Source: an optimization exercise on an open RTL-to-GDS flow (aim: small area). Production flows keep margins and buffers that such runs may drop.
Where RTL was checked, it was by simulation tests only, not by an equivalence proof against the original.
Function not checked in run 5: the RTL went through the layout flow alone.
No driver is modelled on the clock port, so clocking that relies on it looks cheaper here than on a real chip.
Power is estimated from default activity; no workload was simulated.

==> flow/design.v <==
`default_nettype none
package poker_money_pkg;
	typedef logic [14:0] chip_t;	 
	typedef logic seat_t;	 
	localparam chip_t SMALL_BLIND = 15'd100;
	localparam chip_t BIG_BLIND = 15'd200;
endpackage
`default_nettype wire
`default_nettype none
package poker_flow_pkg;
	typedef enum logic [2:0] {
		ACT_CHECK = 3'd0,
		ACT_CALL = 3'd1,
		ACT_RAISE_2BB = 3'd2,
		ACT_RAISE_4BB = 3'd3,
		ACT_RAISE_6BB = 3'd4,
		ACT_ALL_IN = 3'd5,
		ACT_FOLD = 3'd6
	} action_t;
	typedef enum logic [2:0] {
		ST_PREFLOP = 3'd0,
		ST_FLOP = 3'd1,
		ST_TURN = 3'd2,
		ST_RIVER = 3'd3,
		ST_SHOWDOWN = 3'd4
	} street_t;
	typedef enum logic [1:0] {
		WIN_TIE = 2'd0,
		WIN_SEAT0 = 2'd1,
		WIN_SEAT1 = 2'd2
	} winner_t;
	typedef enum logic [3:0] {
		CS_IDLE,
		CS_RESET,
		CS_NEW_HAND,
		CS_BLINDS,
		CS_WAIT_ACTION,
		CS_APPLY,
		CS_STREET_END,
		CS_SHOWDOWN,
		CS_AWARD,
		CS_HAND_DONE,
		CS_MATCH_OVER
	} ctrl_state_t;
endpackage
`default_nettype wire
`timescale 1ns/1ps
`default_nettype none
module poker_table
#(
	parameter poker_money_pkg::chip_t START_CHIPS = 15'd2000
)
(
	input logic clock,
	input logic resetn,
	input logic start,
	input logic action_valid,
	input poker_flow_pkg::action_t action,
	input logic showdown_valid,
	input poker_flow_pkg::winner_t showdown_winner,
	output logic action_ready,
	output logic showdown_ready,
	output poker_money_pkg::seat_t to_act,
	output poker_flow_pkg::street_t street,
	output poker_money_pkg::chip_t stack0,
	output poker_money_pkg::chip_t stack1,
	output poker_money_pkg::chip_t bet0,
	output poker_money_pkg::chip_t bet1,
	output poker_money_pkg::chip_t pot,
	output logic hand_over,
	output logic match_over,
	output poker_money_pkg::seat_t match_winner
);
	typedef logic [11:0] amt_t;	 
	localparam amt_t START = amt_t'(START_CHIPS);
	localparam amt_t ALL = amt_t'(2 * START_CHIPS);
	localparam amt_t SB = amt_t'(poker_money_pkg::SMALL_BLIND);
	localparam amt_t BB = amt_t'(poker_money_pkg::BIG_BLIND);
	localparam logic [3:0] S_IDLE = 4'd15;
	localparam logic [3:0] S_RESET = 4'd8;
	localparam logic [3:0] S_NEW_HAND = 4'd3;
	localparam logic [3:0] S_BLINDS = 4'd5;
	localparam logic [3:0] S_WAIT = 4'd13;
	localparam logic [3:0] S_APPLY = 4'd10;
	localparam logic [3:0] S_STREET_END = 4'd11;
	localparam logic [3:0] S_SHOWDOWN = 4'd7;
	localparam logic [3:0] S_AWARD = 4'd4;
	localparam logic [3:0] S_HAND_DONE = 4'd0;
	localparam logic [3:0] S_MATCH_OVER = 4'd9;
	function automatic amt_t f_add(input amt_t a, input amt_t b, input logic ci);
		logic c;
		amt_t s;
		c = ci;
		for (int i = 0; i < 12; i++)
		begin
			s[i] = a[i] ^ b[i] ^ c;
			c = (a[i] & b[i]) | (c & (a[i] ^ b[i]));
		end
		f_add = s;
	endfunction
	function automatic amt_t f_sub(input amt_t a, input amt_t b);
		f_sub = f_add(a, ~b, 1'b1);
	endfunction
	function automatic logic f_ge(input amt_t a, input amt_t b);
		logic c;
		c = 1'b1;
		for (int i = 0; i < 12; i++)
			c = (a[i] & !b[i]) | (c & (a[i] | !b[i]));
		f_ge = c;
	endfunction
	logic [3:0] state, next_state;
	amt_t t0, t1, b0, b1;	 
	logic loaded;	 
	logic r_s1, r_split;	 
	logic first;	 
	logic bbs;	 
	logic [2:0] street_q;
	logic to_act_q, mw;
	amt_t s0, s1, p;
	logic z0, z1;
	assign s0 = f_sub(t0, b0);
	assign s1 = f_sub(t1, b1);
	assign p = f_sub(f_sub(ALL, t0), t1) & {12{loaded}};
	assign z0 = (s0 == '0);
	assign z1 = (s1 == '0);
	logic tt, l0, l1;
	amt_t dt;
	logic dt_c;
	always_comb
	begin
		logic c;
		c = 1'b1;
		for (int i = 0; i < 12; i++)
		begin
			dt[i] = t1[i] ^ !t0[i] ^ c;
			c = (t1[i] & !t0[i]) | (c & (t1[i] ^ !t0[i]));
		end
		dt_c = c;
	end
	assign tt = dt_c;
	assign l0 = !f_ge(b1, t0);
	assign l1 = !f_ge(b0, t1);
	logic is_raise, is_allin, is_fold;
	amt_t target;
	logic raise_ok;
	assign is_raise = (action == 3'd2) || (action == 3'd3) || (action == 3'd4);
	assign is_allin = (action == 3'd5);
	assign is_fold = (action == 3'd6);
	always_comb
	begin
		case (action)
			3'd2: target = amt_t'(2 * poker_money_pkg::BIG_BLIND);
			3'd3: target = amt_t'(4 * poker_money_pkg::BIG_BLIND);
			default: target = amt_t'(6 * poker_money_pkg::BIG_BLIND);
		endcase
	end
	logic [2:0] ge_b0, ge_b1, ge_mt;	 
	assign ge_b0 = {f_ge(b0, 12'd1200), f_ge(b0, 12'd800), f_ge(b0, 12'd400)};
	assign ge_b1 = {f_ge(b1, 12'd1200), f_ge(b1, 12'd800), f_ge(b1, 12'd400)};
	assign ge_mt = {f_ge(t0, 12'd1200), f_ge(t0, 12'd800), f_ge(t0, 12'd400)} & {f_ge(t1, 12'd1200), f_ge(t1, 12'd800), f_ge(t1, 12'd400)};
	logic [2:0] lvl;	 
	assign lvl = {action == 3'd4, action == 3'd3, action == 3'd2};
	assign raise_ok = |(lvl & ~(to_act_q ? ge_b0 : ge_b1) & ge_mt);
	logic zo, lo, use_mt;
	assign zo = to_act_q ? z0 : z1;	 
	assign lo = to_act_q ? l0 : l1;	 
	assign use_mt = is_allin && !zo;
	logic raised;
	assign raised = raise_ok || (use_mt && (to_act_q ? (tt || l1) : (!tt || l0)));
	logic nb_load;
	logic n_tg, n_t0, n_t1, n_b0, n_b1;
	assign nb_load = raise_ok || (!is_fold && (!zo || lo));
	assign n_tg = raise_ok;
	assign n_t0 = !raise_ok && (use_mt ? tt : (!to_act_q && !l0));
	assign n_t1 = !raise_ok && (use_mt ? !tt : (to_act_q && !l1));
	assign n_b0 = !raise_ok && !use_mt && to_act_q && l1;
	assign n_b1 = !raise_ok && !use_mt && !to_act_q && l0;
	logic take_action, empty;
	assign take_action = (state == S_WAIT) && action_valid;
	assign empty = z0 || z1;
	amt_t v, kv;
	assign v = r_s1 ? s0 : (r_split ? f_add({!dt_c, dt[11:1]}, ALL >> 1, 1'b0) : s1);
	assign kv = f_sub(ALL, v);
	always_comb
	begin
		next_state = state;
		case (state)
			S_IDLE, S_MATCH_OVER: if (start) next_state = S_RESET;
			S_RESET: next_state = S_NEW_HAND;
			S_NEW_HAND: next_state = empty ? S_MATCH_OVER : S_BLINDS;
			S_BLINDS: next_state = S_WAIT;
			S_WAIT:
				if (action_valid)
				begin
					if (is_fold)
						next_state = S_AWARD;
					else if (!first && !raised)
						next_state = S_STREET_END;
					else
						next_state = S_APPLY;
				end
			S_APPLY: next_state = S_WAIT;
			S_STREET_END: next_state = (street_q == 3'd3) ? S_SHOWDOWN : S_WAIT;
			S_SHOWDOWN: if (showdown_valid) next_state = S_AWARD;
			S_AWARD: next_state = S_HAND_DONE;
			S_HAND_DONE: next_state = S_NEW_HAND;
			default: next_state = S_IDLE;
		endcase
	end
	logic ld0, ld1, bl, bl0t, bl1t, hold_b;
	logic ld_t, col, aw, rst_c, hold_t;
	amt_t bl0c, bl1c;
	assign bl = (state == S_BLINDS);
	assign ld0 = take_action && !to_act_q && nb_load;
	assign ld1 = take_action && to_act_q && nb_load;
	assign bl0t = !f_ge(t0, bbs ? SB : BB);	 
	assign bl1t = !f_ge(t1, bbs ? BB : SB);
	assign bl0c = (bl && !bl0t) ? (bbs ? SB : BB) : '0;
	assign bl1c = (bl && !bl1t) ? (bbs ? BB : SB) : '0;
	assign hold_b = (state != S_RESET) && (state != S_STREET_END) && (state != S_AWARD) && !bl;
	assign col = (state == S_STREET_END);
	assign aw = (state == S_AWARD);
	assign rst_c = (state == S_RESET);
	assign hold_t = !col && !aw && !rst_c;
	amt_t b0_n, b1_n, t0_n, t1_n, tg_c;
	assign tg_c = n_tg ? target : '0;
	assign b0_n = ({12{hold_b && !ld0}} & b0) | ({12{ld0 && n_b1}} & b1) | ({12{(ld0 && n_t0) || (bl && bl0t)}} & t0)
		| ({12{ld0 && n_t1}} & t1) | (ld0 ? tg_c : '0) | bl0c;
	assign b1_n = ({12{hold_b && !ld1}} & b1) | ({12{ld1 && n_b0}} & b0) | ({12{(ld1 && n_t1) || (bl && bl1t)}} & t1)
		| ({12{ld1 && n_t0}} & t0) | (ld1 ? tg_c : '0) | bl1c;
	assign t0_n = ({12{hold_t}} & t0) | ({12{col || (aw && r_s1)}} & s0) | ({12{aw && !r_s1}} & kv) | (rst_c ? START : '0);
	assign t1_n = ({12{hold_t}} & t1) | ({12{col}} & s1) | ({12{aw && r_s1}} & kv) | ({12{aw && !r_s1}} & v) | (rst_c ? START : '0);
	always_ff @(posedge clock)
	begin
		r_s1 <= (state == S_WAIT) ? !to_act_q : (showdown_winner == 2'd2);
		r_split <= (state == S_WAIT) ? 1'b0 : (showdown_winner[0] == showdown_winner[1]);
		first <= (state == S_WAIT) ? first : (state != S_APPLY);
		if (!resetn)
		begin
			state <= S_IDLE;
			t0 <= '0;
			t1 <= '0;
			b0 <= '0;
			b1 <= '0;
			loaded <= 1'b0;
			bbs <= 1'b0;
			street_q <= 3'd0;
			to_act_q <= 1'b0;
			mw <= 1'b0;
		end
		else
		begin
			state <= next_state;
			t0 <= t0_n;
			t1 <= t1_n;
			b0 <= b0_n;
			b1 <= b1_n;
			case (state)
				S_RESET:
				begin
					loaded <= 1'b1;
					bbs <= 1'b0;
					to_act_q <= bbs;
					street_q <= 3'd0;
				end
				S_NEW_HAND:
					if (empty)
						mw <= z0;
					else
					begin
						bbs <= !bbs;
						to_act_q <= bbs;
						street_q <= 3'd0;
					end
				S_WAIT:
					if (action_valid && !is_fold && (raised || first))
						to_act_q <= !to_act_q;
				S_STREET_END:
				begin
					to_act_q <= bbs;
					street_q <= street_q + 3'd1;
				end
				default: ;
			endcase
		end
	end
	assign action_ready = (state == S_WAIT);
	assign showdown_ready = (state == S_SHOWDOWN);
	assign hand_over = (state == S_HAND_DONE);
	assign match_over = (state == S_MATCH_OVER);
	assign to_act = to_act_q;
	assign street = poker_flow_pkg::street_t'(street_q);
	assign stack0 = poker_money_pkg::chip_t'(s0);
	assign stack1 = poker_money_pkg::chip_t'(s1);
	assign bet0 = poker_money_pkg::chip_t'(b0);
	assign bet1 = poker_money_pkg::chip_t'(b1);
	assign pot = poker_money_pkg::chip_t'(p);
	assign match_winner = mw;
endmodule
`default_nettype wire
==> flow/flow/run.sh <==
#!/bin/bash
# The standard layout (standard.sh, with the standard synthesis unchanged), plus:
# - after floorplan, OpenROAD's restructure re-maps the combinational logic for area; the
#   registers keep their names and cells. Three candidates (restructure run 1, 2 or 3 times,
#   flow/restructure_cand.tcl) are made from the same floorplan and the smallest one is kept.
#   restructure reads a copy of the platform liberty without its don't-use cells
#   (flow/filter_lib.py);
# - synthesis buffers are removed at floorplan, every port still gets a buffer but of the
#   smallest buffer cell; the constant outputs share one tie cell;
# - the clock tree is built by hand before CTS (flow/clocktree.tcl): a root clock buffer and five
#   leaf clock buffers, one per fifth of the registers.
# Each tool's output goes to a log of its own here; each ORFS step also logs under orfs/logs/.
set -uo pipefail
RES="$PWD/orfs/results/$FLOW_PLATFORM/poker_table/base"
python3 flow/filter_lib.py "$FLOW_HOME/platforms/sky130hd/lib/sky130_fd_sc_hd__tt_025C_1v80.lib" \
  "$PWD/hd_nodontuse.lib" > filter_lib.log 2>&1
export REMOVE_ABC_BUFFERS=1
export SKIP_REPAIR_TIE_FANOUT=1
export BUFFER_PORTS_ARGS="-buffer_cell sky130_fd_sc_hd__buf_1"
export PRE_CTS_TCL="$PWD/flow/clocktree.tcl"
export CTS_ARGS="-sink_clustering_enable -repair_clock_nets -buf_list sky130_fd_sc_hd__clkbuf_8 -dont_use_dummy_load -clk_nets clock"

bash standard.sh "$RES/2_1_floorplan.odb" > standard_flow_floorplan.log 2>&1

best=""
best_area=""
if [[ -f "$RES/2_1_floorplan.odb" ]]; then
  cp "$RES/2_1_floorplan.odb" "$PWD/floorplan_before_restructure.odb"
  for k in 1 2 3; do
    RS_PLATFORM_LIB="$FLOW_HOME/platforms/sky130hd/lib/sky130_fd_sc_hd__tt_025C_1v80.lib" \
    RS_IN="$PWD/floorplan_before_restructure.odb" RS_SDC="$RES/2_1_floorplan.sdc" \
    RESTRUCT_LIB="$PWD/hd_nodontuse.lib" RESTRUCT_DIR="$PWD/restructure_work_$k" \
    RS_ITERS=$k RS_OUT="$PWD/restructure_cand_$k.odb" \
      openroad -no_init -exit flow/restructure_cand.tcl > restructure_cand_$k.log 2>&1 &
  done
  wait
  for k in 1 2 3; do
    a=$(sed -n 's/^restructure_cand: area //p' restructure_cand_$k.log)
    if [[ -n "$a" && -f "restructure_cand_$k.odb" ]]; then
      if [[ -z "$best" ]] || python3 -c "import sys; sys.exit(0 if $a < $best_area else 1)"; then
        best=$k; best_area=$a
      fi
    fi
  done
  echo "restructure candidates: kept $best (area $best_area)" > restructure_choice.log
  if [[ -n "$best" ]]; then
    cp "restructure_cand_$best.odb" "$RES/2_1_floorplan.odb"
  fi
fi

bash standard.sh > standard_flow.log 2>&1
==> flow/flow/clocktree.tcl <==
# Clock tree by hand, run before CTS: the registers are split into five groups by position (a
# cut in x into 2/5 and 3/5 of the pins, then cuts in y into two and three groups), each driven
# by one leaf clock buffer at the group's centre, and one root clock buffer, fed by the clock
# port, drives the leaves. CTS then finds a single sink on the clock port's net and leaves the
# tree as it is.
set leaf_cell sky130_fd_sc_hd__clkbuf_8
set root_cell sky130_fd_sc_hd__clkbuf_4
set block [ord::get_db_block]
set db [ord::get_db]
set clk_net [$block findNet clock]

proc inst_center { inst } {
  set bb [$inst getBBox]
  return [list [expr {([$bb xMin] + [$bb xMax]) / 2}] [expr {([$bb yMin] + [$bb yMax]) / 2}]]
}
proc centroid { items } {
  set sx 0; set sy 0
  foreach it $items { lassign [lindex $it 1] x y; set sx [expr {$sx + $x}]; set sy [expr {$sy + $y}] }
  set n [llength $items]
  return [list [expr {$sx / $n}] [expr {$sy / $n}]]
}
proc place_at { inst xy } {
  lassign $xy x y
  set m [$inst getMaster]
  $inst setLocation [expr {$x - [$m getWidth] / 2}] [expr {$y - [$m getHeight] / 2}]
  $inst setPlacementStatus PLACED
}

# Clock sinks with their positions
set sinks {}
foreach it [$clk_net getITerms] {
  lappend sinks [list $it [inst_center [$it getInst]]]
}
set sinks [lsort -integer -index {1 0} $sinks]
# Two x-slices holding 2/5 and 3/5 of the pins, cut by y into two and three groups
set n_all [llength $sinks]
set cut [expr {(2 * $n_all + 2) / 5}]
set groups {}
foreach part [list [lrange $sinks 0 [expr {$cut - 1}]] [lrange $sinks $cut end]] nparts {2 3} {
  set part [lsort -integer -index {1 1} $part]
  set n [llength $part]
  set lo 0
  for {set j 1} {$j <= $nparts} {incr j} {
    set hi [expr {($j * $n) / $nparts}]
    lappend groups [lrange $part $lo [expr {$hi - 1}]]
    set lo $hi
  }
}

set root [odb::dbInst_create $block [$db findMaster $root_cell] clktree_root]
set root_net [odb::dbNet_create $block clktree_root_net]
$root_net setSigType CLOCK
[$root findITerm A] connect $clk_net
[$root findITerm X] connect $root_net
place_at $root [centroid $sinks]

set k 0
foreach g $groups {
  set leaf [odb::dbInst_create $block [$db findMaster $leaf_cell] clktree_leaf_$k]
  set leaf_net [odb::dbNet_create $block clktree_leaf_net_$k]
  $leaf_net setSigType CLOCK
  foreach s $g {
    set it [lindex $s 0]
    $it disconnect
    $it connect $leaf_net
  }
  [$leaf findITerm A] connect $root_net
  [$leaf findITerm X] connect $leaf_net
  place_at $leaf [centroid $g]
  puts "clocktree.tcl: leaf $k drives [llength $g] clock pins"
  incr k
}
==> flow/flow/filter_lib.py <==
#!/usr/bin/env python3
# filter_lib.py IN OUT : copy a liberty file without the cells the platform marks don't-use
# (*lpflow* and *probe* on sky130hd), for the area restructuring step.
import re, sys
src = open(sys.argv[1]).read()
out = []
pos = 0
for m in re.finditer(r'\n\s*cell\s*\(\s*"?([\w]+)"?\s*\)\s*\{', src):
    if m.start() < pos:
        continue
    name = m.group(1)
    if 'lpflow' not in name and 'probe' not in name:
        continue
    # find the end of this cell group
    depth = 0
    i = m.end() - 1
    while True:
        c = src[i]
        if c == '{':
            depth += 1
        elif c == '}':
            depth -= 1
            if depth == 0:
                break
        i += 1
    out.append(src[pos:m.start()])
    pos = i + 1
out.append(src[pos:])
open(sys.argv[2], 'w').write(''.join(out))
==> flow/flow/restructure_cand.tcl <==
# One area-recovery candidate for the floorplan: OpenROAD's restructure re-maps the
# combinational logic with ABC for area (registers are untouched), RS_ITERS times in a row,
# against a liberty without the platform's don't-use cells. restructure drops the tie cells on
# constant outputs, so they are put back. Writes the result to RS_OUT and prints its cell area.
read_liberty $::env(RS_PLATFORM_LIB)
read_db $::env(RS_IN)
read_sdc $::env(RS_SDC)

set rs_lib $::env(RESTRUCT_LIB)
set rs_dir $::env(RESTRUCT_DIR)
set iters $::env(RS_ITERS)
file mkdir $rs_dir
set block [ord::get_db_block]
set tie_master [[ord::get_db] findMaster sky130_fd_sc_hd__conb_1]

proc cell_area { block } {
  set a 0
  foreach inst [$block getInsts] {
    set m [$inst getMaster]
    set a [expr {$a + [$m getWidth] * [$m getHeight]}]
  }
  return [expr {$a / 1e6}]
}

# Nets driven by tie cells, with the tie pin used
set tie_nets {}
foreach inst [$block getInsts] {
  if { [[$inst getMaster] getName] ne "sky130_fd_sc_hd__conb_1" } { continue }
  foreach pin {LO HI} {
    set net [[$inst findITerm $pin] getNet]
    if { $net ne "NULL" } { lappend tie_nets [list [$net getName] $pin] }
  }
}

puts "restructure_cand: start area [cell_area $block]"
for {set i 0} {$i < $iters} {incr i} {
  restructure -target area -liberty_file $rs_lib \
    -tielo_port sky130_fd_sc_hd__conb_1/LO -tiehi_port sky130_fd_sc_hd__conb_1/HI \
    -work_dir $rs_dir -abc_logfile $rs_dir/abc_$i.log
}

# Give every constant net that lost its tie cell a new one
set n_tie 0
foreach tn $tie_nets {
  lassign $tn net_name pin
  set net [$block findNet $net_name]
  if { $net eq "NULL" } { continue }
  set driven 0
  foreach it [$net getITerms] {
    if { [$it isOutputSignal] } { set driven 1 }
  }
  if { $driven } { continue }
  set inst [odb::dbInst_create $block $tie_master "tie_restore_$n_tie"]
  [$inst findITerm $pin] connect $net
  incr n_tie
}
puts "restructure_cand: restored $n_tie tie cells"
puts "restructure_cand: area [cell_area $block]"
write_db $::env(RS_OUT)
==> flow/standard.sh <==
#!/bin/bash
# synth_recipe.tcl (not shown) runs the flow's synth.tcl, then flattens the netlist and writes it again
# the make line also repeats each setting of config.mk as NAME=value (left out here)
make -C /OpenROAD-flow-scripts/flow DESIGN_CONFIG=/design/flow/config.mk WORK_HOME=/design/flow/orfs CLKGATE_MAP_FILE= SYNTH_SCRIPT=/design/flow/synth_recipe.tcl "${@:-finish}"
==> flow/config.mk <==
export PLATFORM = sky130hd
export DESIGN_NAME = poker_table
export DESIGN_NICKNAME = poker_table
export VERILOG_FILES = /design/flow/design.v
export SDC_FILE = /design/flow/constraint.sdc
export NUM_CORES = 4
export LEC_CHECK = 0
export CAP_MARGIN = 20
export CORE_MARGIN = 2
export CORE_UTILIZATION = 40
export GPL_TIMING_DRIVEN = 0
export SLEW_MARGIN = 20
==> flow/constraint.sdc <==
create_clock -name core_clock -period 15.0 [get_ports {clock}]
set_input_delay 3.0000 -clock core_clock [delete_from_list [all_inputs] [get_ports {clock}]]
set_output_delay 3.0000 -clock core_clock [all_outputs]
set_load 0.01 [all_outputs]
==> flow_results.org, run 1 <==
** Timing
- Final hold slack :: 0.551 ns
- Dividing the final minimum period by the clock period gives 60.7%.
- Subtracting the final worst setup slack from the clock period gives 9.11 ns.
- Clock skew on the completed layout was measured at 0.0231 ns.
- Setup violations remaining at the end of the flow were counted as 0.
- The final number of hold-violating endpoints was 0.
- Unrepaired setup endpoints after global routing :: false
- Headroom to the max-slew limit :: 23.3%
- Pin slew with the least headroom to its limit :: 1.15 ns
- The max-slew violation total from the final report was 0.
- Adding up every negative setup slack in the final design gives 0 ns.
- Max Freq :: 110 MHz

** CTS
- Clock latency on the worst-skew pair, taken at its later pin, is 0.43 ns.
- Clock slew at the register clock pins of the worst setup and hold paths :: 0.10 ns
- Post-CTS repair changed the size of 0 cells.
- Hold repair after CTS inserted 0 buffers.
- Once the clock tree was built, the setup fixing pass inserted 0 buffers.

** Global route
- First-pass GRT wire length :: 37.1 mm
- The number of antenna violations at the first check in global routing was 0.
- Global routing used 28.8% of the available tracks across all layers.
- The number of global-route vias before repair came to 6378.
- Total congestion overflow after global routing :: 0
- Entering global routing, the biggest net connects 44 pins.

** Worst setup path
- Signal arrival time at the worst endpoint :: 9.45 ns
- Reg2reg path depth :: 34
- Required arrival time at the worst endpoint :: 15.35 ns
- On the worst path, the slowest cell contributes a delay of 0.69 ns.
- STA classifies the critical path startpoint as a register.
- Endpoint type of the worst setup path :: register
- Total stage count of the critical path :: 34
- Class of the most critical setup path :: reg2reg
- Broken down by cell family, the worst path's largest delay share belongs to compound AO/OA/AOI/OAI gates.
- Among the stages of the critical path, the cell type that occurs most often is o21ai_0.
- Crit-path slowest cell :: nor4_1
- Number of buffers and inverters on the critical path :: 4
- Along the worst path, the maximum fanout reaches 9.

** Routing
- Remaining routing DRC violations :: 0
- Routed via count :: 7163
- Wires add up to 24.2 mm.
- The count of nets left with antenna violations once routing finished came out at 0.
- WL/cell :: 21.5 um
- In this run, the number of DRC markers left after iteration 0 of detailed routing was 830.
- Via density per instance :: 6.37
- Pre-Repair DR Iteration Count :: 7

** Cells and area
- The library cell used most frequently in the layout, excluding fill and tap cells, is nor2_1.
- Layout-stage area growth over the synthesis result :: 1.21%
- After the last flow step, the layout net total stands at 949.
- Cells with a size suffix above 1 make up 1.39% of the layout.
- The repair_antennas step left the layout with diodes totalling 0.
- The library cells used most frequently in the layout, excluding fill and tap cells, are 137 x nor2_1, 111 x clkinv_1, 105 x o21ai_0.
- The filler cells instantiated in the layout total 1663.
- Layout Utilization :: 41.0%

** Floorplan
- During I/O placement, the number of pins put on the boundary was 94.
- The floorplan step defined a die boundary enclosing 16200 um2.
- Core region area :: 15000 um2
- Die outline height :: 127 um
- Effective utilization at floorplan :: 40.5%
- Measured along the x axis, the die boundary spans 127 um.
- After floorplanning, the core was divided into 45 placement rows.

** Power
- Overall power of the completed layout :: 0.000819 W
- VDD sags by at most 0.100 mV.
- Areal power density over the cells :: 133 nW/um2
- The analysis attributes to cell leakage a power of 1.92 nW.

** Placement
- After legalization and detailed placement, the total HPWL measured 18.9 mm.
- I/O Buffers :: 78
- RD Place Congestion :: 1.01

** Synth
- Area share of the leading cell type in the synthesized netlist :: 20.0%
- Synth area leaders :: dfxtp_1 20%, fa_1 13%, ha_1 6.8%
- In this run, synthesis produced a sequential element count of 62.
- In the synthesized netlist the dominant register cell turns out to be dfxtp_1.
- After synthesis, the share of flip-flops with an asynchronous set or reset is 0%.
- Cell count after synthesis :: 753
- The synthesized netlist contains 75 unique library cells.
- Synthesized area per cell :: 8.09 um2
- Yosys top cell by area :: dfxtp_1
- After synthesis the cells add up to 6090 um2.
- Sequential cells were found to cover 20.5% of the synthesized design area.
- For this run, the number of Yosys warnings is 1.
- Counting flops with a built-in enable in the synthesized netlist gives 1.

** Job
- Maximum capacitance violations :: 0

** Outcome
- The run finished with no timing, DRC or antenna violations.

** Min path
- Number of stages on the worst hold path :: 2
- The min-delay analysis places its worst path in the category reg2reg.
flip-flops by register name, summed over array words and instances, names as in the netlist:
name      cells
state         4
t0           12
mw            1
t1           12
first         1
b0           12
bbs           1
street_q      3
r_split       1
loaded        1
b1           12
to_act_q      1
r_s1          1
routing by layer:
metal / part of all wire [%] / wire (um) / GRT usage, %
met3: 9.7 / 2340 / 2.47
met1: 44 / 10600 / 42.0
met4: 3.2 / 770 / 7.89
met5: 0 / 0 / 0
met2: 43 / 10500 / 45.7
cells in the mapped netlist (3+ instances only):
library cell	n
nand2_1	40
a31oi_1	10
o21a_1	6
a222oi_1	14
nor2b_1	18
a221o_1	11
a21oi_1	47
nand3_1	28
and3_1	3
buf_1	3
fa_1	41
ha_1	33
inv_2	5
o22ai_1	18
nand4_1	7
a21o_1	6
buf_2	5
maj3_1	4
nor3b_1	5
a21boi_1	3
o21ai_0	33
inv_1	84
xnor2_1	7
a221oi_1	19
nor3_1	11
dfxtp_1	61
buf_4	17
nand3b_1	3
mux2i_1	3
o221ai_1	6
nand2b_1	7
o2111ai_1	7
a32oi_1	4
and2_1	9
nor4_1	8
a211oi_1	8
o311ai_0	11
a22o_1	4
a32o_1	3
clkbuf_1	31
nor2_1	66
a22oi_1	3
metrics by stage:
step,setup slack [ns],cell area [um2],instances
2_1_floorplan,7.10,5790,695
3_3_place_gp,5.56,6050,1117
3_5_place_dp,6.43,6090,1119
4_1_cts,6.38,6160,1125
5_1_grt,5.21,6160,1125
6_report,5.89,6160,1125
final cells by class:
| class | count | area (um2) | share of cell area (%) |
|---|---|---|---|
| sequential | 62 | 1250 | 20.3 |
| multi-input combinational | 677 | 3870 | 62.9 |
| inverter | 112 | 422 | 6.84 |
| timing repair buffer | 80 | 305 | 4.95 |
| buffer | 6 | 76.3 | 1.24 |
| tap | 188 | 235 | 3.82 |
kinds of logic (layout without fill, tap and decap cells):
family / Yosys count / count (layout) / share of synthesized area (%)
AOI/OAI and AO/OA: 232 / 405 / 27.6
and+or+nand+nor: 217 / 268 / 17.8
buffers and inverters: 148 / 198 / 10.5
adders and majority gates: 78 / 0 / 20.9
DFF: 62 / 62 / 20.5
xor gates and xnor gates: 10 / 3 / 1.66
muxes: 5 / 0 / 0.863
other: 1 / 1 / 0.0616
tightest hold or removal path, cell delays in order, from the launching register on:
cell     delay, ns
dfxtp_1       0.36
a22oi_1       0.07
nor2_1        0.09
power by group:
part | internal (W) | leakage (nW) | switching (W)
clock | 0.0000330 | 0.0406 | 0.0000615
combinational | 0.000164 | 1.37 | 0.000336
sequential | 0.000181 | 0.501 | 0.0000448
worst paths after layout:
path                             startpoint     endpoint  slack (ns)
worst max-delay path                  t0[1]        b1[7]        5.89
worst min-delay path            street_q[0]  street_q[0]        0.55
worst max register to register        t0[1]        b1[7]        5.89
worst min register to register  street_q[0]  street_q[0]        0.55
==> run 2: changes to the inputs <==
--- a/flow/config.mk
+++ b/flow/config.mk
@@ -6,7 +6,7 @@
 export NUM_CORES = 4
 export LEC_CHECK = 0
-export CAP_MARGIN = 20
+export CAP_MARGIN = 10
 export CORE_MARGIN = 2
 export CORE_UTILIZATION = 40
 export GPL_TIMING_DRIVEN = 0
-export SLEW_MARGIN = 20
+export SLEW_MARGIN = 10
==> flow_results.org, run 2 <==
** Job
- Maximum capacitance violations :: 0

** Synth
- Synthesized flop and latch total :: 62
- Cell with the most instances after synthesis :: inv_1
- By count the netlist is led by 84 x inv_1, 66 x nor2_1, 61 x dfxtp_1.
- Netlist area before placement :: 6090 um2
- The share of the Yosys chip area taken by registers is 20.5%.
- Most instantiated flip-flop cell in the synthesis netlist :: dfxtp_1
- Number of warning messages in the yosys log :: 1
- Yosys mapped a number of flops with a built-in enable equal to 1.
- The netlist uses 75 different library cells.
- Cell count after synthesis :: 753
- Synthesized area per cell :: 8.09 um2
- Yosys top cell by area :: dfxtp_1
- In the post-synthesis netlist, the biggest area contributors are dfxtp_1 20%, fa_1 13%, ha_1 6.8%.
- For this run, asynchronously set or reset flops after synthesis account for 0%.
- Area share of the leading cell type in the synthesized netlist :: 20.0%

** Min path
- For hold timing, the worst endpoint is street_q[2].
- The worst hold path belongs to the class reg2reg.
- The startpoint identified for the worst hold timing path is street_q[2].
- Number of stages on the worst hold path :: 2

** Timing
- Headroom to the max-slew limit came out at 9.41%.
- Max Freq :: 109 MHz
- For the pin with the worst max-slew slack, the measured transition is 1.36 ns.
- After layout, the worst setup slack is 5.86 ns.
- The worst path in the final design needs a cycle of 9.14 ns, including I/O delays and setup.
- Setup repair after global routing left no endpoint under its margin.
- The max-slew violation total from the final report came to 0.
- Count of endpoints failing hold in the final timing report :: 0
- # setup viols final :: 0
- After routing, the total negative slack on setup checks comes to 0 ns.
- Final worst-path cycle share :: 61.0%
- Clock Skews :: 0.0199 ns

** Cells and area
- The net count of the finished layout is 949.
- 0 antenna diodes ended up in the layout.
- Final standard cell area without fillers :: 6160 um2
- Layout-stage area growth over the synthesis result :: 1.11%
- Leaving out fill and tap cells, the most frequent cell in the layout is nor2_1.
- Of the cells placed in the final design, the portion with a size suffix greater than 1 is 1.28%.
- The library cells used most frequently in the layout, excluding fill and tap cells, are 137 x nor2_1, 111 x clkinv_1, 105 x o21ai_0.
- Leaving out filler cells and counting taps, the final layout contains 1125.

** Worst setup path
- Element type at the critical path start :: register
- Crit-path most repeated cell :: o21ai_0
- Required arrival time at the worst endpoint :: 15.39 ns
- For this run, the slowest stage of the critical path takes 1.05 ns.
- Crit-path max FO :: 11
- The worst setup path is captured at a register.
- For flop-to-flop paths, the worst setup slack is 5.86 ns.
- Class of the most critical setup path :: reg2reg
- Crit-path slowest cell :: o22ai_1
- Worst flop-to-flop path startpoint :: t0[1]
- The number of cells on the worst reg-to-reg path is 33.
- Data arrives at the worst endpoint at 9.53 ns.
- Endpoint of the worst-slack reg-to-reg timing path :: b0[9]

** Routing
- Wire length after detailed routing :: 24.2 mm
- Pre-Repair DR Iteration Count :: 6
- Remaining routing DRC violations :: 0
- In the final routed layout, each cell accounts on average for 21.5 um.
- The first routing iteration left 1014 violations.
- After detailed routing, the number of vias per cell comes to 6.41.
- Routed via count :: 7215
- Number of antenna-violating nets in the routed design :: 0

** Placement
- Sum of net half-perimeters after detailed placement :: 18.8 mm
- Prior to clock tree synthesis, the placed netlist has a worst setup slack of 5.98 ns.
- RD Place Congestion :: 1.01
- Once placement completed, the tool counted placed cells totaling 1119.
- Summing all placed instances gives a cell area of 6070 um2.
- Input and output buffers added on the ports amount to 78.

** Floorplan
- For this design the top-level I/O count stands at 94.
- The floorplan has 45 rows.
- Core region area :: 15000 um2
- The floorplan step defined a die boundary enclosing 16200 um2.
- Effective utilization at floorplan :: 40.5%
- Horizontal die dimension :: 127 um
- Die outline height :: 127 um

** Global route
- The number of antenna violations at the first check in global routing was 0.
- First-pass GRT wire length :: 37.5 mm
- Summed over all layers, the global routing overflow is 0.
- The number of global-route vias before repair was 6431.
- Global routing used 29.0% of the available tracks across all layers.
- Entering global routing, the biggest net connects 44 pins.

** Outcome
- Outcome :: no timing/DRC/antenna violations

** Power
- Leakage component of the power :: 1.91 nW
- Maximum vdd ir drop :: 0.103 mV
- Areal power density over the cells :: 133 nW/um2
- Overall power of the completed layout :: 0.000822 W

** CTS
- The number of setup buffers added after CTS is 0.
- Post-cts sizing count :: 0
- The number of hold buffers added after CTS was 0.
- The clock reaches the later pin of the worst-skew pair after 0.44 ns.
- Clock slew at the register clock pins of the worst setup and hold paths :: 0.10 ns
-- run 2: changes by cell type in the layout (fill, tap and decap cells not counted) --
cell and delta:
o22ai_1 +1, o22ai_2 -1
-- run 2: layout make-up --
type / count / area (um2)
fill: 1663 / 8870
multi-input combinational: 677 / 3870
sequential: 62 / 1250
inverter: 112 / 422
timing repair buffer: 80 / 305
tap: 188 / 235
buffer: 6 / 76.3
-- run 2: layer usage --
metal / routed length (um) / GRT usage [%] / up-vias
met4: 674 / 8.21 / 0
met5: 0 / 0 / -
met1: 10500 / 42.2 / 3310
met2: 10500 / 45.1 / 409
li1: - / - / 3447
met3: 2510 / 3.22 / 49
-- run 2: worst max-delay path by stage --
| stage | start | endpoint | cells past startpoint |
|---|---|---|---|
| global placement | t0[1] | b0[7] | 32 |
| CTS | t0[1] | b1[7] | 34 |
| detailed placement | t0[1] | b1[7] | 34 |
| global route | t0[1] | b1[7] | 34 |
| finish | t0[1] | b0[9] | 33 |
| floorplan | t0[1] | pot[11] | 18 |
-- run 2: worst max-delay path, delay by kind of cell (launching register included) --
family,cells,cell delay [ns]
AOI/OAI and AO/OA,15,4.99
buffers and inverters,4,1.28
DFF,1,0.51
and+or+nand+nor,14,2.33
-- run 2: cells by family (layout without fill, tap and decap cells) --
family / after synthesis / count (layout) / synth area share (%)
fa+ha+maj: 78 / 0 / 20.9
compound gates: 232 / 405 / 27.6
other cells: 1 / 1 / 0.0616
xor+xnor: 10 / 3 / 1.66
buf+inv: 148 / 198 / 10.5
simple gates: 217 / 268 / 17.8
flops: 62 / 62 / 20.5
mux: 5 / 0 / 0.863
-- run 2: through the flow --
step | hold slack [ns] | utilization (%)
after floorplan | 0.494 | -
after global placement | 0.520 | 40.3
after detailed placement | 0.527 | 40.4
after CTS | 0.529 | 40.9
after global routing | 0.584 | 41.0
final | 0.550 | 41.0
-- run 2: report_power, final --
part / internal, W / switching (W) / total, W
Sequential: 0.000181 / 0.0000448 / 0.000225
Clock: 0.0000330 / 0.0000637 / 0.0000967
Combinational: 0.000163 / 0.000336 / 0.000499
==> run 3: changes to the inputs <==
--- a/flow/config.mk
+++ b/flow/config.mk
@@ -8,5 +8,5 @@
 export CAP_MARGIN = 10
 export CORE_MARGIN = 2
-export CORE_UTILIZATION = 40
+export CORE_UTILIZATION = 60
 export GPL_TIMING_DRIVEN = 0
 export SLEW_MARGIN = 10
==> flow_results.org, run 3 <==
** Outcome
- The run finished with no timing, DRC or antenna violations.

** Placement
- RD Place Congestion :: 0.977
- Placed Instance Area :: 6010 um2
- I/O Buffers :: 78
- The HPWL after detailed placement is 17.9 mm.

** Floorplan
- The die covers 11000 um2.
- The total area inside the core boundary comes to 9820 um2.
- The floorplan has 36 rows.
- The die is 105 um tall.
- I/O pin count :: 94
- Effective utilization at floorplan :: 62.0%
- From left edge to right edge, the die measures 105 um.

** Synth
- After technology mapping, the gate count stands at 753.
- Synthesized flop and latch total :: 62
- The synthesized netlist contains 75 unique library cells.
- The mapped netlist covers 6090 um2.
- Number of warning messages in the yosys log :: 1
- The synthesized design spends more area on one cell type than any other, namely dfxtp_1.
- Yosys instantiated no cell more often than inv_1.
- Of all flip-flops after synthesis, the portion carrying an async set or reset was 0%.
- The share of synthesized area in the top cell type comes to 20.0%.
- Each instance of the synthesized netlist takes up on average 8.09 um2.
- Number of enable flip-flop cells after synthesis :: 1
- Summing the sequential cell areas from Yosys gives 20.5% of the chip area.
- Most instantiated flip-flop cell in the synthesis netlist :: dfxtp_1
- Commonest cells in the synthesized netlist :: 84 x inv_1, 66 x nor2_1, 61 x dfxtp_1
- Synth area leaders :: dfxtp_1 20%, fa_1 13%, ha_1 6.8%

** Worst setup path
- Required arrival time at the worst endpoint :: 15.37 ns
- The critical path contains buffers and inverters numbering 4 combined.
- Element type at the critical path start :: register
- Signal arrival time at the worst endpoint :: 9.83 ns
- Crit-path max FO :: 9
- Crit-path slowest cell :: o21ai_1
- The cell family contributing the most delay on the critical path is compound AO/OA/AOI/OAI gates.
- The worst register-to-register path begins at t0[1].
- On the worst path, the slowest cell contributes a delay of 0.76 ns.
- Endpoint of the worst-slack reg-to-reg timing path :: b1[1]
- Among the stages of the critical path, the cell type that occurs most often is o21ai_0.
- The worst setup path is captured at a register.
- In this run the number of cells on the critical path is 33.
- Class of the most critical setup path :: reg2reg
- Counting cells, the worst reg-to-reg path comes to 33.
- Reg-to-reg setup timing slack :: 5.54 ns

** Timing
- Headroom to the max-slew limit :: 24.2%
- Static timing analysis puts the maximum clock frequency at 106 MHz.
- Clock Skews :: 0.0138 ns
- # setup viols final :: 0
- Final Critical Period :: 9.46 ns
- Final worst-path cycle share :: 63.1%
- Setup repair after global routing left no endpoint under its margin.
- Final max-slew violation count :: 0
- Count of endpoints failing hold in the final timing report :: 0
- For the pin with the worst max-slew slack, the measured transition is 1.13 ns.
- Total negative setup slack :: 0 ns

** Min path
- The path with the worst hold slack has its endpoint at street_q[0].
- Along the worst hold path, the cell count comes to 2.
- The startpoint identified for the worst hold timing path is street_q[0].
- The min-delay analysis places its worst path in the category reg2reg.

** Routing
- Number of antenna-violating nets in the routed design :: 0
- Routed via count :: 7585
- Pre-Repair DR Iteration Count :: 6
- Using the TritonRoute via totals, the vias-per-cell ratio works out to 7.09.
- Remaining routing DRC violations :: 0
- For this block, the routed nets add up to 23.9 mm of wire.
- WL/cell :: 22.4 um
- For this block, the initial DRC count from the detailed router was 1151.

** CTS
- Clock-pin slew was measured on the worst setup and hold paths at 0.09 ns.
- Worst-skew pair later-pin latency :: 0.43 ns
- Post-cts sizing count :: 0
- Post-CTS setup buffer count :: 0
- Hold_buf cts :: 0

** Cells and area
- ANT cells :: 0
- Leading cell types in the layout, fill and taps excluded :: 137 x nor2_1, 111 x clkinv_1, 105 x o21ai_0
- For this run, the post-layout net count is 949.
- Final standard cell area without fillers :: 6090 um2
- Layout-stage area growth over the synthesis result :: -0.0206%
- Leaving out fill and tap cells, the most frequent cell in the layout is nor2_1.
- Cells with a size suffix above 1 make up 1.28% of the layout.

** Power
- Dividing total power by cell area gives a power density of 136 nW/um2.
- VDD sags by at most 0.117 mV.
- For this design the static power due to leakage is 1.92 nW.

** Global route
- First-pass GRT wire length :: 36.8 mm
- The number of global-route vias before repair came to 6777.
- For this run the aggregate overflow at the end of global routing stands at 0.
- Global Route Usage Sum :: 41.4%
- Maximum number of pins on one net before global-route repair :: 44
- Antenna violations before repair :: 0

** Job
- Maximum capacitance violations :: 0
run 3: cell counts after synthesis:
Identical to the previous run, type by type.
run 3: final cells by class:
cell class	instances	area, um2
Tap cell	133	166
Inverter	112	420
Timing Repair Buffer	80	305
Sequential cell	62	1250
Buffer	6	76.3
Multi-Input combinational cell	677	3870
Fill cell	1003	3730
run 3: routing by layer:
| metal | vias up | track usage, % | part of all wire [%] |
|---|---|---|---|
| li1 | 3439 | - | - |
| met1 | 3377 | 56.8 | 38 |
| met2 | 636 | 64.3 | 42 |
| met3 | 133 | 7.24 | 14 |
| met4 | 0 | 17.0 | 5.8 |
| met5 | - | 0 | 0 |
run 3: worst max-delay path by stage:
stage | start | to | slack (ns)
after floorplan | t0[1] | pot[11] | 7.10
after global placement | t0[1] | b0[7] | 5.19
after detailed placement | t0[1] | b1[7] | 5.84
after CTS | t0[1] | b1[7] | 5.74
after global routing | t0[1] | b1[3] | 5.25
final | t0[1] | b1[1] | 5.54
run 3: cells by family after synthesis:
logic type               count (synthesis)  synth area share (%)
AO/OA/AOI/OAI                          232                  27.6
XOR/XNOR                                10                  1.66
adder cells (fa/ha/maj)                 78                  20.9
buffers and inverters                  148                  10.5
flip-flops                              62                  20.5
multiplexers                             5                 0.863
other                                    1                0.0616
AND/OR/NAND/NOR                        217                  17.8
run 3: metrics by stage:
step / cells / util, % / total power (W) / hold slack, ns / setup WS [ns]
final: 1070 / 62.0 / 0.000829 / 0.548 / 5.54
after global routing: 1070 / 62.0 / 0.000875 / 0.608 / 5.25
after CTS: 1070 / 62.0 / 0.000775 / 0.528 / 5.74
after detailed placement: 1064 / 61.2 / 0.000710 / 0.524 / 5.84
after global placement: 1062 / 60.9 / 0.000698 / 0.518 / 5.19
after floorplan: 695 / - / 0.000532 / 0.494 / 7.10
run 3: power breakdown:
part           internal, W  switching (W)  total [W]
sequential        0.000181      0.0000447   0.000225
combinational     0.000162       0.000350   0.000512
clock            0.0000329      0.0000588  0.0000917
run 3: worst reg2reg max path: cells and delay by family, from the launching register on:
kind / cells / cell delay [ns]
buf+inv: 4 / 1.47
simple gates: 13 / 2.27
compound gates: 16 / 5.18
flops: 1 / 0.48
==> run 4: changes to the inputs <==
--- a/flow/design.v
+++ b/flow/design.v
@@ -111,4 +111,7 @@
 	logic [3:0] state, next_state;
 	amt_t t0, t1, b0, b1;	 
+	logic [10:0] b0_q, b1_q;
+	assign b0 = {1'b0, b0_q};
+	assign b1 = {1'b0, b1_q};
 	logic loaded;	 
 	logic r_s1, r_split;	 
@@ -241,6 +244,6 @@
 			t0 <= '0;
 			t1 <= '0;
-			b0 <= '0;
-			b1 <= '0;
+			b0_q <= '0;
+			b1_q <= '0;
 			loaded <= 1'b0;
 			bbs <= 1'b0;
@@ -254,6 +257,6 @@
 			t0 <= t0_n;
 			t1 <= t1_n;
-			b0 <= b0_n;
-			b1 <= b1_n;
+			b0_q <= b0_n[10:0];
+			b1_q <= b1_n[10:0];
 			case (state)
 				S_RESET:
==> flow_results.org, run 4 <==
** Outcome
- The flow ran to the end and the layout has no timing, DRC or antenna violations.

** Timing
- Setup slack closes at 6.04 ns.
- Final Critical Period :: 8.96 ns
- Setup violations remaining at the end of the flow were counted as 0.
- Total negative setup slack :: 0 ns
- Final max-slew violation count :: 0
- Timing would allow up to 112 MHz.
- Headroom to the max-slew limit came out at 13.4%.
- For the final database, setup skew stands at 0.0227 ns.
- Unrepaired setup endpoints after global routing :: false
- Pin slew with the least headroom to its limit :: 1.29 ns
- The final number of hold-violating endpoints is 0.
- The worst path uses 59.7% of the clock period.

** Synth
- Sorting the synthesized cells by area gives the leading types as dfxtp_1 19%, fa_1 13%, ha_1 6.7%.
- The largest total area in the synthesized netlist belongs to dfxtp_1.
- Number of warning messages in the yosys log :: 1
- Register area share after synthesis :: 19.6%
- Count of different cell masters after synthesis :: 91
- For this run, the leading register cell type out of synthesis is dfxtp_1.
- Area share of the leading cell type in the synthesized netlist :: 19.1%
- Ranked by instance count, the synthesized netlist is headed by 82 x inv_1, 61 x nor2_1, 59 x dfxtp_1.
- Counting flops and latches in the post-synthesis netlist gives 60.
- Asr flop ratio synth :: 0%
- Summing every instance area after synthesis gives 6170 um2.
- Cell with the most instances after synthesis :: inv_1
- Averaged over all synthesized cells, the footprint is 8.02 um2.
- Number of enable flip-flop cells after synthesis :: 1
- In the synthesized netlist, the number of instances is 770.

** Worst setup path
- Worst flop-to-flop path startpoint :: t0[1]
- Required arrival time at the worst endpoint :: 12.00 ns
- Reg-to-reg setup timing slack :: 6.18 ns
- List of cells traversed by the critical path :: clkinv_1, o21ai_0, nor2_1, o21ai_0, nor2_1, o21ai_0, nor2b_1, o22ai_1, nand2_1, o21ai_0, nor2b_1, o22ai_1, nor2_1, o21ai_0, nor2_1, o21ai_0, nor2_1, o21ai_0, nand2_1, o21ai_0, nor2_1, a21oi_1, buf_1
- Crit-path slowest cell :: a21oi_1
- Endpoint type of the worst setup path :: output pin
- STA classifies the critical path startpoint as a register.
- Endpoint of the worst-slack reg-to-reg timing path :: b1_q[1]
- The critical path is of the reg2out type.
- Crit-path max FO :: 9
- Reg2reg path depth :: 31
- Signal arrival time at the worst endpoint :: 5.96 ns
- Maximum single-stage delay on the critical path :: 0.51 ns
- Counting stages on the worst path, the most repeated cell is o21ai_0.

** Placement
- During placement, the flow inserted port buffers numbering 76.
- Before CTS, the worst setup slack after placement is 6.70 ns.
- At the end of routability-driven placement, the weighted congestion stood at 1.01.
- Placed Instance Area :: 5940 um2
- Dpl cells :: 1064
- After legalization and detailed placement, the total HPWL measured 18.3 mm.

** Cells and area
- The largest registers in the layout are t0 x12, t1 x12.
- Most common cell after layout, fill and taps aside :: nor2_1
- Leading cell types in the layout, fill and taps excluded :: 142 x nor2_1, 110 x o21ai_0, 109 x clkinv_1
- Final standard cell area without fillers :: 6040 um2
- Compared with the post-synthesis result, the final layout area differs by -2.21%.
- Total Nets Final :: 947
- After filler insertion, the fill cell instance count of the layout stands at 1033.
- Final cell count without fillers :: 1072
- Fraction of final layout cells with drive strength greater than 1 :: 1.39%

** Power
- The clock network accounts for 14.2% of the total power.
- Summed over all cells, the static leakage comes to 1.91 nW.
- The design draws 0.000673 W.
- In this run the power density over the cells is 111 nW/um2.
- In this run, flip-flops and latches consume 30.6% of the power.
- Combinational power share :: 55.2%
- Internal power consumption :: 0.000321 W
- Sw frac :: 52.3%
- Total net switching power :: 0.000352 W
- IR analysis of the VDD net gives a maximum drop of 0.110 mV.

** Floorplan
- Die outline height :: 105 um
- The die covers 11100 um2.
- The die is 105 um wide.
- I/O pin count :: 94
- Effective utilization at floorplan :: 60.9%
- Row count :: 37
- Core region area :: 10100 um2

** Global route
- Entering global routing, the biggest net connects 37 pins.
- First-pass GRT wire length :: 37.1 mm
- Vias in the first global route :: 6709
- Total congestion overflow after global routing :: 0
- The number of antenna violations at the first check in global routing is 1.
- Global Route Usage Sum :: 42.1%

** Routing
- Dividing the detail-routed via count by the number of cells gives 7.14.
- Number of antenna-violating nets in the routed design :: 0
- Detailed routing inserted a total of 7659 vias.
- For this run, the detailed router's first-pass iteration total came to 10.
- WL/cell :: 22.8 um
- For this run, design rule violations remaining after detail routing come to 0.
- In this run, the number of DRC markers left after iteration 0 of detailed routing was 1396.
- The routed design has 24.5 mm of wire.

** Min path
- The worst hold path terminates at street_q[0].
- The worst hold path passes through 2 cells.
- Startpoint of the tightest hold check path :: street_q[0]
- The worst hold path belongs to the class reg2reg.

** CTS
- Clock slew at the register clock pins of the worst setup and hold paths :: 0.08 ns
- Post-cts sizing count :: 0
- After clock tree synthesis, the flow added hold-fix buffers numbering 0.
- Worst-skew pair later-pin latency :: 0.44 ns
- Once the clock tree was built, the setup fixing pass inserted 0 buffers.

** Job
- Maximum capacitance violations :: 0
==> run 4: cell count changes after synthesis, moves of 7 or more <==
cell,change
buf_2,+9
nand2_1,+7
o211ai_1,+7
o22ai_1,-12
a22oi_1,+7
o21ai_0,+13
o311a_1,+7
==> run 4: power groups by stage <==
| stage | Combinational (W) | Sequential [W] | Clock [W] |
|---|---|---|---|
| 2_1_floorplan | 0.000243 | 0.000202 | 0 |
| 3_3_place_gp | 0.000340 | 0.000206 | 0 |
| 3_5_place_dp | 0.000352 | 0.000207 | 0 |
| 4_1_cts | 0.000354 | 0.000207 | 0.0000621 |
| 5_1_grt | 0.000399 | 0.000207 | 0.0000979 |
| 6_report | 0.000372 | 0.000206 | 0.0000953 |
==> run 4: through the flow <==
stage | hold slack (ns) | util [%]
floorplan | 0.502 | -
global placement | 0.535 | 58.3
detailed placement | 0.565 | 58.6
CTS | 0.566 | 59.3
global route | 0.635 | 59.5
finish | 0.594 | 59.6
==> run 4: cells by family (layout without fill, tap and decap cells) <==
family | Yosys count | count (layout) | share of synthesized area (%)
buffers and inverters | 151 | 193 | 10.7
and+or+nand+nor | 222 | 282 | 18.5
AOI/OAI and AO/OA | 246 | 395 | 28.8
DFF | 60 | 60 | 19.6
xor gates and xnor gates | 9 | 4 | 1.28
adders and majority gates | 76 | 0 | 20.3
muxes | 5 | 0 | 0.831
other | 1 | 2 | 0.0607
==> run 4: layout make-up <==
| type | instances | area [um2] | share of cell area, % |
|---|---|---|---|
| plain buffers | 6 | 76.3 | 1.26 |
| flip-flops and latches | 60 | 1210 | 20.1 |
| multi-input cells | 682 | 3860 | 63.9 |
| inverters | 109 | 409 | 6.78 |
| diodes | 1 | 2.50 | 0.0414 |
| well taps | 136 | 170 | 2.82 |
| repair buffers | 78 | 309 | 5.12 |
==> run 4: worst max-delay path by stage <==
| stage | start | to | slack (ns) | cells after the start |
|---|---|---|---|---|
| 2_1_floorplan | t0[1] | pot[11] | 7.10 | 18 |
| 4_1_cts | t1[1] | stack1[10] | 6.70 | 23 |
| 6_report | t1[1] | stack1[10] | 6.04 | 23 |
| 3_5_place_dp | t1[1] | stack1[10] | 6.70 | 23 |
| 5_1_grt | t1[1] | stack1[10] | 5.29 | 23 |
| 3_3_place_gp | t1[1] | b1_q[2] | 6.51 | 28 |
==> run 4: per-layer routing <==
layer	up-vias	track usage [%]	part of all wire, %
met1	3402	55.8	37
li1	3429	-	-
met2	661	66.6	43
met5	-	0	0
met4	0	19.1	6.0
met3	167	7.54	14
==> run 4: worst max-delay path: cells and delay by family, from the launching register on <==
kind                   cells  cell delay (ns)
buffers and inverters      2             0.49
and+or+nand+nor           10             1.20
AOI/OAI and AO/OA         11             3.36
DFF                        1             0.47
==> run 5: changes to the inputs <==
--- a/flow/design.v
+++ b/flow/design.v
@@ -111,7 +111,4 @@
 	logic [3:0] state, next_state;
 	amt_t t0, t1, b0, b1;	 
-	logic [10:0] b0_q, b1_q;
-	assign b0 = {1'b0, b0_q};
-	assign b1 = {1'b0, b1_q};
 	logic loaded;	 
 	logic r_s1, r_split;	 
@@ -183,5 +180,5 @@
 	assign empty = z0 || z1;
 	amt_t v, kv;
-	assign v = r_s1 ? s0 : (r_split ? f_add({!dt_c, dt[11:1]}, ALL >> 1, 1'b0) : s1);
+	assign v = r_s1 ? s0 : f_add(s1, {12{r_split}} & (p >> 1), 1'b0);
 	assign kv = f_sub(ALL, v);
 	always_comb
@@ -244,6 +241,6 @@
 			t0 <= '0;
 			t1 <= '0;
-			b0_q <= '0;
-			b1_q <= '0;
+			b0 <= '0;
+			b1 <= '0;
 			loaded <= 1'b0;
 			bbs <= 1'b0;
@@ -257,6 +254,6 @@
 			t0 <= t0_n;
 			t1 <= t1_n;
-			b0_q <= b0_n[10:0];
-			b1_q <= b1_n[10:0];
+			b0 <= b0_n;
+			b1 <= b1_n;
 			case (state)
 				S_RESET:
--- a/flow/flow/run.sh
+++ b/flow/flow/run.sh
@@ -8,6 +8,6 @@
 # - synthesis buffers are removed at floorplan, every port still gets a buffer but of the
 #   smallest buffer cell; the constant outputs share one tie cell;
-# - the clock tree is built by hand before CTS (flow/clocktree.tcl): a root clock buffer and five
-#   leaf clock buffers, one per fifth of the registers.
+# - the clock tree is built by hand before CTS (flow/clocktree.tcl): a root clock buffer and four
+#   leaf clock buffers, one per quarter of the registers.
 # Each tool's output goes to a log of its own here; each ORFS step also logs under orfs/logs/.
 set -uo pipefail
--- a/flow/flow/clocktree.tcl
+++ b/flow/flow/clocktree.tcl
@@ -1,7 +1,6 @@
-# Clock tree by hand, run before CTS: the registers are split into five groups by position (a
-# cut in x into 2/5 and 3/5 of the pins, then cuts in y into two and three groups), each driven
-# by one leaf clock buffer at the group's centre, and one root clock buffer, fed by the clock
-# port, drives the leaves. CTS then finds a single sink on the clock port's net and leaves the
-# tree as it is.
+# Clock tree by hand, run before CTS: the registers are split into four groups by position
+# (a median cut in x, then in y), each driven by one leaf clock buffer at the group's centre,
+# and one root clock buffer, fed by the clock port, drives the four leaves. CTS then finds a
+# single sink on the clock port's net and leaves the tree as it is.
 set leaf_cell sky130_fd_sc_hd__clkbuf_8
 set root_cell sky130_fd_sc_hd__clkbuf_4
@@ -33,17 +32,10 @@
 }
 set sinks [lsort -integer -index {1 0} $sinks]
-# Two x-slices holding 2/5 and 3/5 of the pins, cut by y into two and three groups
-set n_all [llength $sinks]
-set cut [expr {(2 * $n_all + 2) / 5}]
+set half [expr {[llength $sinks] / 2}]
 set groups {}
-foreach part [list [lrange $sinks 0 [expr {$cut - 1}]] [lrange $sinks $cut end]] nparts {2 3} {
+foreach part [list [lrange $sinks 0 [expr {$half - 1}]] [lrange $sinks $half end]] {
   set part [lsort -integer -index {1 1} $part]
-  set n [llength $part]
-  set lo 0
-  for {set j 1} {$j <= $nparts} {incr j} {
-    set hi [expr {($j * $n) / $nparts}]
-    lappend groups [lrange $part $lo [expr {$hi - 1}]]
-    set lo $hi
-  }
+  set q [expr {[llength $part] / 2}]
+  lappend groups [lrange $part 0 [expr {$q - 1}]] [lrange $part $q end]
 }
 
==> flow_results.org, run 5 <==
** Cells and area
- Compared with the post-synthesis result, the final layout area differs by -4.57%.
- In the final layout, the share of cells above drive strength 1 is 1.27%.
- The number of antenna diodes in the final layout is 0.
- Counting the fill cells in the layout gives 1032.
- Total Nets Final :: 956
- Summing all non-filler instances in the final layout gives an area of 6090 um2.
- The library cell used most frequently in the layout, excluding fill and tap cells, is nor2_1.
- Leaving out fill and tap cells, the most frequent cells in the layout are 125 x nor2_1, 113 x clkinv_1, 90 x o21ai_0.

** Synth
- Dominant combinational cell family by area after synthesis :: compound AO/OA/AOI/OAI gates
- Compound-cell area share of the yosys netlist :: 27.6%
- Adder-cell share of the synthesized area :: 20.4%
- Counting distinct cell types in the post-synthesis netlist gives 83.
- The average instance in the mapped netlist occupies 8.19 um2.
- Synth area leaders :: dfxtp_1 19%, fa_1 13%, ha_1 7.7%
- Among all cell types in the netlist, the one instantiated most often is inv_1.
- Number of warning messages in the yosys log :: 1
- The synthesized netlist devotes 1.75% of its cell area to XOR and XNOR gates.
- Synthesized flop and latch total :: 62
- Portion of netlist area occupied by mux cells :: 1.33%
- Cell count after synthesis :: 779
- Fraction of the mapped netlist area in simple logic gates :: 19.2%
- Register area share after synthesis :: 19.6%
- In the synthesized netlist the async set-or-reset flop fraction comes to 0%.
- Most instantiated flip-flop cell in the synthesis netlist :: dfxtp_1
- The largest total area in the synthesized netlist belongs to dfxtp_1.
- Netlist area before placement :: 6380 um2
- Counting flops with a built-in enable in the synthesized netlist gives 1.
- After synthesis, the largest area contributor takes up 19.1% of total cell area.
- Commonest cells in the synthesized netlist :: 96 x inv_1, 63 x nor2_1, 61 x dfxtp_1

** Worst setup path
- In this design, the largest share of critical-path delay is due to compound AO/OA/AOI/OAI gates.
- Of all nets on the critical path, the largest fanout is 10.
- Endpoint type of the worst setup path :: register
- Signal arrival time at the worst endpoint :: 9.59 ns
- Required arrival time at the worst endpoint :: 15.37 ns
- Class of the most critical setup path :: reg2reg
- On the worst path, the slowest cell contributes a delay of 0.97 ns.
- Number of buffers and inverters on the critical path :: 3
- The slowest stage of the critical path belongs to the cell nor3_1.
- Element type at the critical path start :: register
- The cell that appears most often on the critical path is o21ai_0.

** Routing
- Detailed routing placed a total of 2.93 mm of wire on met3.
- Detailed-routing wirelength on met1 :: 9.29 mm
- Routed via count :: 7532
- The detail route stage leaves a number of antenna-violating nets equal to 0.
- DR iter-0 viols :: 1169
- Using the TritonRoute via totals, the vias-per-cell ratio works out to 6.97.
- WL/cell :: 21.9 um
- Summed over all layers, the routed wires come to 23.6 mm.
- Remaining routing DRC violations :: 0
- Pre-Repair DR Iteration Count :: 6
- Detailed routing placed a total of 10.5 mm of wire on met2.
- The detailed router used layers up to and including met5.

** CTS
- Hold_buf cts :: 0
- Post-CTS repair changed the size of 0 cells.
- Once the clock tree was built, the setup fixing pass inserted 0 buffers.
- Clock-pin slew was measured on the worst setup and hold paths at 0.12 ns.
- Worst-skew pair later-pin latency :: 0.43 ns

** Timing
- Final Critical Period :: 9.22 ns
- Setup violations remaining at the end of the flow were counted as 0.
- Total negative setup slack :: 0 ns
- Headroom to the max-slew limit :: 15.5%
- Final worst-path cycle share :: 61.5%
- At the pin with the least slew margin, the transition time is 1.26 ns.
- The final number of hold-violating endpoints was 0.
- On the final layout, the worst clock skew is 0.0166 ns.
- Timing would allow up to 108 MHz.
- Unrepaired setup endpoints after global routing :: false
- Final max-slew violation count :: 0

** Power
- Maximum vdd ir drop :: 0.0895 mV
- Overall power of the completed layout :: 0.000610 W
- Leakage component of the power :: 1.88 nW
- Areal power density over the cells :: 100 nW/um2

** Floorplan
- The floorplan step set the die width to 107 um.
- After floorplanning, the core was sized to cover 10300 um2.
- I/O pin count :: 94
- Die outline height :: 107 um
- Row count :: 37
- The die covers 11500 um2.
- For this configuration, the core starts out at a cell density of 61.8%.

** Global route
- Global Route Usage Sum :: 39.5%
- Vias in the first global route :: 6957
- First-pass GRT wire length :: 36.1 mm
- Antenna violations before repair :: 1
- After global routing the overflow that remains totals 0.
- Maximum number of pins on one net before global-route repair :: 48

** Placement
- RD Place Congestion :: 1.02
- In this run the cell area measured after placement is 6020 um2.
- I/O Buffers :: 78
- Once detailed placement completed, the half-perimeter wirelength came to 17.4 mm.

** Min path
- Class of the most critical hold timing path :: reg2reg

** Job
- Max-cap violations in this run came to 0.

** Outcome
- Outcome :: no timing/DRC/antenna violations
## run 5: worst paths after layout
check | from | to | slack [ns] | cells past startpoint
max | t1[1] | b1[1] | 5.78 | 30
min | b1[3] | b0[3] | 0.58 | 2
max reg2reg | t1[1] | b1[1] | 5.78 | 30
min reg2reg | b1[3] | b0[3] | 0.58 | 2
## run 5: kinds of logic after synthesis
group	after synthesis
AND/OR/NAND/NOR	230
buffers and inverters	147
adder cells (fa/ha/maj)	80
XOR/XNOR	9
AO/OA/AOI/OAI	242
other	1
multiplexers	8
flip-flops	62
## run 5: cell type report
class,count,area (um2),area share (%)
Buffer,5,62.6,1.03
Tap cell,136,170,2.80
Multi-Input combinational cell,683,3850,63.3
Timing Repair Buffer,80,319,5.24
Inverter,114,429,7.05
Sequential cell,62,1250,20.6
## run 5: through the flow
step | hold WS (ns) | utilization [%] | setup slack (ns) | std cells
2_1_floorplan | 0.501 | - | 7.46 | 729
3_3_place_gp | 0.544 | 57.9 | 6.39 | 1073
3_5_place_dp | 0.568 | 58.3 | 6.25 | 1075
4_1_cts | 0.569 | 59.0 | 6.19 | 1080
5_1_grt | 0.633 | 59.0 | 5.27 | 1080
6_report | 0.577 | 59.0 | 5.78 | 1080
## run 5: per-layer routing
layer | global-route usage (%) | vias to the layer above
met2 | 65.2 | 554
met4 | 13.5 | 2
met3 | 6.50 | 88
met1 | 52.1 | 3434
li1 | - | 3454
met5 | 0 | -
## run 5: report_power, final
part / total, W / internal (W) / switching, W
Clock: 0.0000890 / 0.0000274 / 0.0000616
Combinational: 0.000307 / 0.0000899 / 0.000217
Sequential: 0.000215 / 0.000177 / 0.0000371
Total: 0.000610 / 0.000295 / 0.000315
## run 5: worst min-delay path, delay by kind of cell (launching register included)
family / cells / cell delay (ns)
AND/OR/NAND/NOR: 1 / 0.08
AO/OA/AOI/OAI: 1 / 0.08
flip-flops: 1 / 0.39
==> run 6: changes to the inputs <==
--- a/flow/design.v
+++ b/flow/design.v
@@ -180,5 +180,5 @@
 	assign empty = z0 || z1;
 	amt_t v, kv;
-	assign v = r_s1 ? s0 : f_add(s1, {12{r_split}} & (p >> 1), 1'b0);
+	assign v = r_s1 ? s0 : (r_split ? f_add({!dt_c, dt[11:1]}, ALL >> 1, 1'b0) : s1);
 	assign kv = f_sub(ALL, v);
 	always_comb
==> flow_results.org, run 6 <==
** Routing
- Via density per instance :: 7.18
- In the final routed layout, each cell accounts on average for 22.3 um.
- Routed via count :: 7672
- Remaining routing DRC violations :: 0

** Global route
- Entering global routing, the biggest net connects 44 pins.
- Global routing consumed, on the met2 layer, 63.3% of the routing resources.
- First-pass GRT wire length :: 36.7 mm
- Vias in the first global route :: 6772
- Antenna violations before repair :: 0
- After global routing the overflow that remains totals 0.
- Met1 Use GR :: 56.3%

** Worst setup path
- The worst register-to-register path has a setup slack of 5.75 ns.
- The critical path starts at t0[1].
- Along the worst path, the maximum fanout reaches 9.
- The critical path in this run is classified as reg2reg.
- Element type at the critical path start :: register
- Among the stages of the critical path, the cell type that occurs most often is o21ai_0.
- Crit-path slowest cell :: nor2_1
- Maximum single-stage delay on the critical path :: 0.64 ns
- Worst flop-to-flop path startpoint :: t0[1]

** Cells and area
- In the final layout, the share of cells above drive strength 1 is 1.18%.
- Final standard cell area without fillers :: 6080 um2
- Number of filler cells placed in the layout :: 1006
- Total Nets Final :: 948
- From synthesis to final layout, the design area changed by -0.246%.

** Timing
- Final Critical Period :: 9.25 ns
- The final number of hold-violating endpoints came to 0.
- Unrepaired setup endpoints after global routing :: false
- The max-slew violation total from the final report was 0.
- Final worst-path cycle share :: 61.7%
- For this run, the top clock speed supported by timing is 108 MHz.

** Outcome
- Outcome :: no timing/DRC/antenna violations

** Power
- Leakage component of the power :: 1.91 nW
- IR analysis of the VDD net gives a maximum drop of 0.117 mV.
- Overall power of the completed layout :: 0.000822 W

** Synth
- In the post-synthesis netlist, the biggest area contributors are dfxtp_1 20%, fa_1 13%, ha_1 6.8%.
- Area share of the leading cell type in the synthesized netlist :: 20.0%
- Number of warning messages in the yosys log :: 1
- Commonest cells in the synthesized netlist :: 84 x inv_1, 66 x nor2_1, 61 x dfxtp_1
- Register area share after synthesis :: 20.5%
- Summed over all instances, the cell type with the most area after synthesis is dfxtp_1.
- Netlist area before placement :: 6090 um2
- Number of enable flip-flop cells after synthesis :: 1
- Synthesis inferred 62 register bits.

** CTS
- The number of setup buffers added after CTS is 0.
- Worst-skew pair later-pin latency :: 0.42 ns

** Floorplan
- The die covers 11000 um2.

** Placement
- The HPWL after detailed placement is 17.9 mm.

** Job
- Maximum capacitance violations :: 0
run 6: cell count changes in the layout (fill, tap and decap cells not counted), moves of 5 or more:
cell,delta
nor2_1,+12
a2bb2oi_1,+5
or2_0,-7
nor3_1,-10
o21a_1,+6
nor4_1,+6
a222oi_1,-9
or3_1,-5
o21ai_0,+15
a21oi_1,-20
nand2_1,-19
run 6: cell type report:
class                   instances  area, um2  share of cell area (%)
plain buffers                   5       62.6                    1.03
multi-input cells             677       3870                    63.7
flip-flops and latches         62       1250                    20.6
inverters                     112        420                    6.92
well taps                     133        166                    2.74
repair buffers                 80        305                    5.02
run 6: where the power goes:
group	internal, W	switching [W]	leakage [nW]
Sequential	0.000181	0.0000444	0.501
Clock	0.0000274	0.0000576	0.0334
Combinational	0.000162	0.000350	1.37
Total	0.000370	0.000452	1.91
run 6: kinds of logic (layout without fill, tap and decap cells):
| logic type | after synthesis | after routing | synth area share (%) |
|---|---|---|---|
| AOI/OAI and AO/OA | 232 | 405 | 27.6 |
| xor gates and xnor gates | 10 | 3 | 1.66 |
| adders and majority gates | 78 | 0 | 20.9 |
| buffers and inverters | 148 | 197 | 10.5 |
| DFF | 62 | 62 | 20.5 |
| muxes | 5 | 0 | 0.863 |
| other | 1 | 1 | 0.0616 |
| and+or+nand+nor | 217 | 268 | 17.8 |
run 6: routing by layer:
layer  share of wire (%)  routed length [um]
met5                   0                   0
met4                 5.4                1290
met3                  14                3450
met2                  42               10100
met1                  38                8990
run 6: critical path: cells and delay by family, from the launching register on:
family	cells	cell delay, ns
flip-flops	1	0.49
AND/OR/NAND/NOR	16	3.16
buffers and inverters	5	1.57
AO/OA/AOI/OAI	14	3.95
run 6: per-stage QoR:
stage               instances  setup WS (ns)
finish                   1069           5.75
global route             1069           5.21
CTS                      1069           5.81
detailed placement       1064           5.84
global placement         1062           5.19
floorplan                 695           7.10
run 6: worst min path at each step:
stage,startpoint,endpoint,slack [ns],cells after the start
6_report,street_q[0],street_q[0],0.55,2
5_1_grt,street_q[2],street_q[2],0.61,2
4_1_cts,street_q[0],street_q[0],0.53,2
3_5_place_dp,street_q[0],street_q[0],0.52,2
3_3_place_gp,street_q[0],street_q[0],0.52,2
2_1_floorplan,mw,mw,0.49,2

Re-timed with assumed drivers on the ports (clkbuf_16 on the clock, buf_2 on other inputs), run 6 has 5.747 ns of setup slack against 5.748 ns with ideal ports, and 5.747 ns once port delays also move by the mid clock arrival of 0.440 ns.
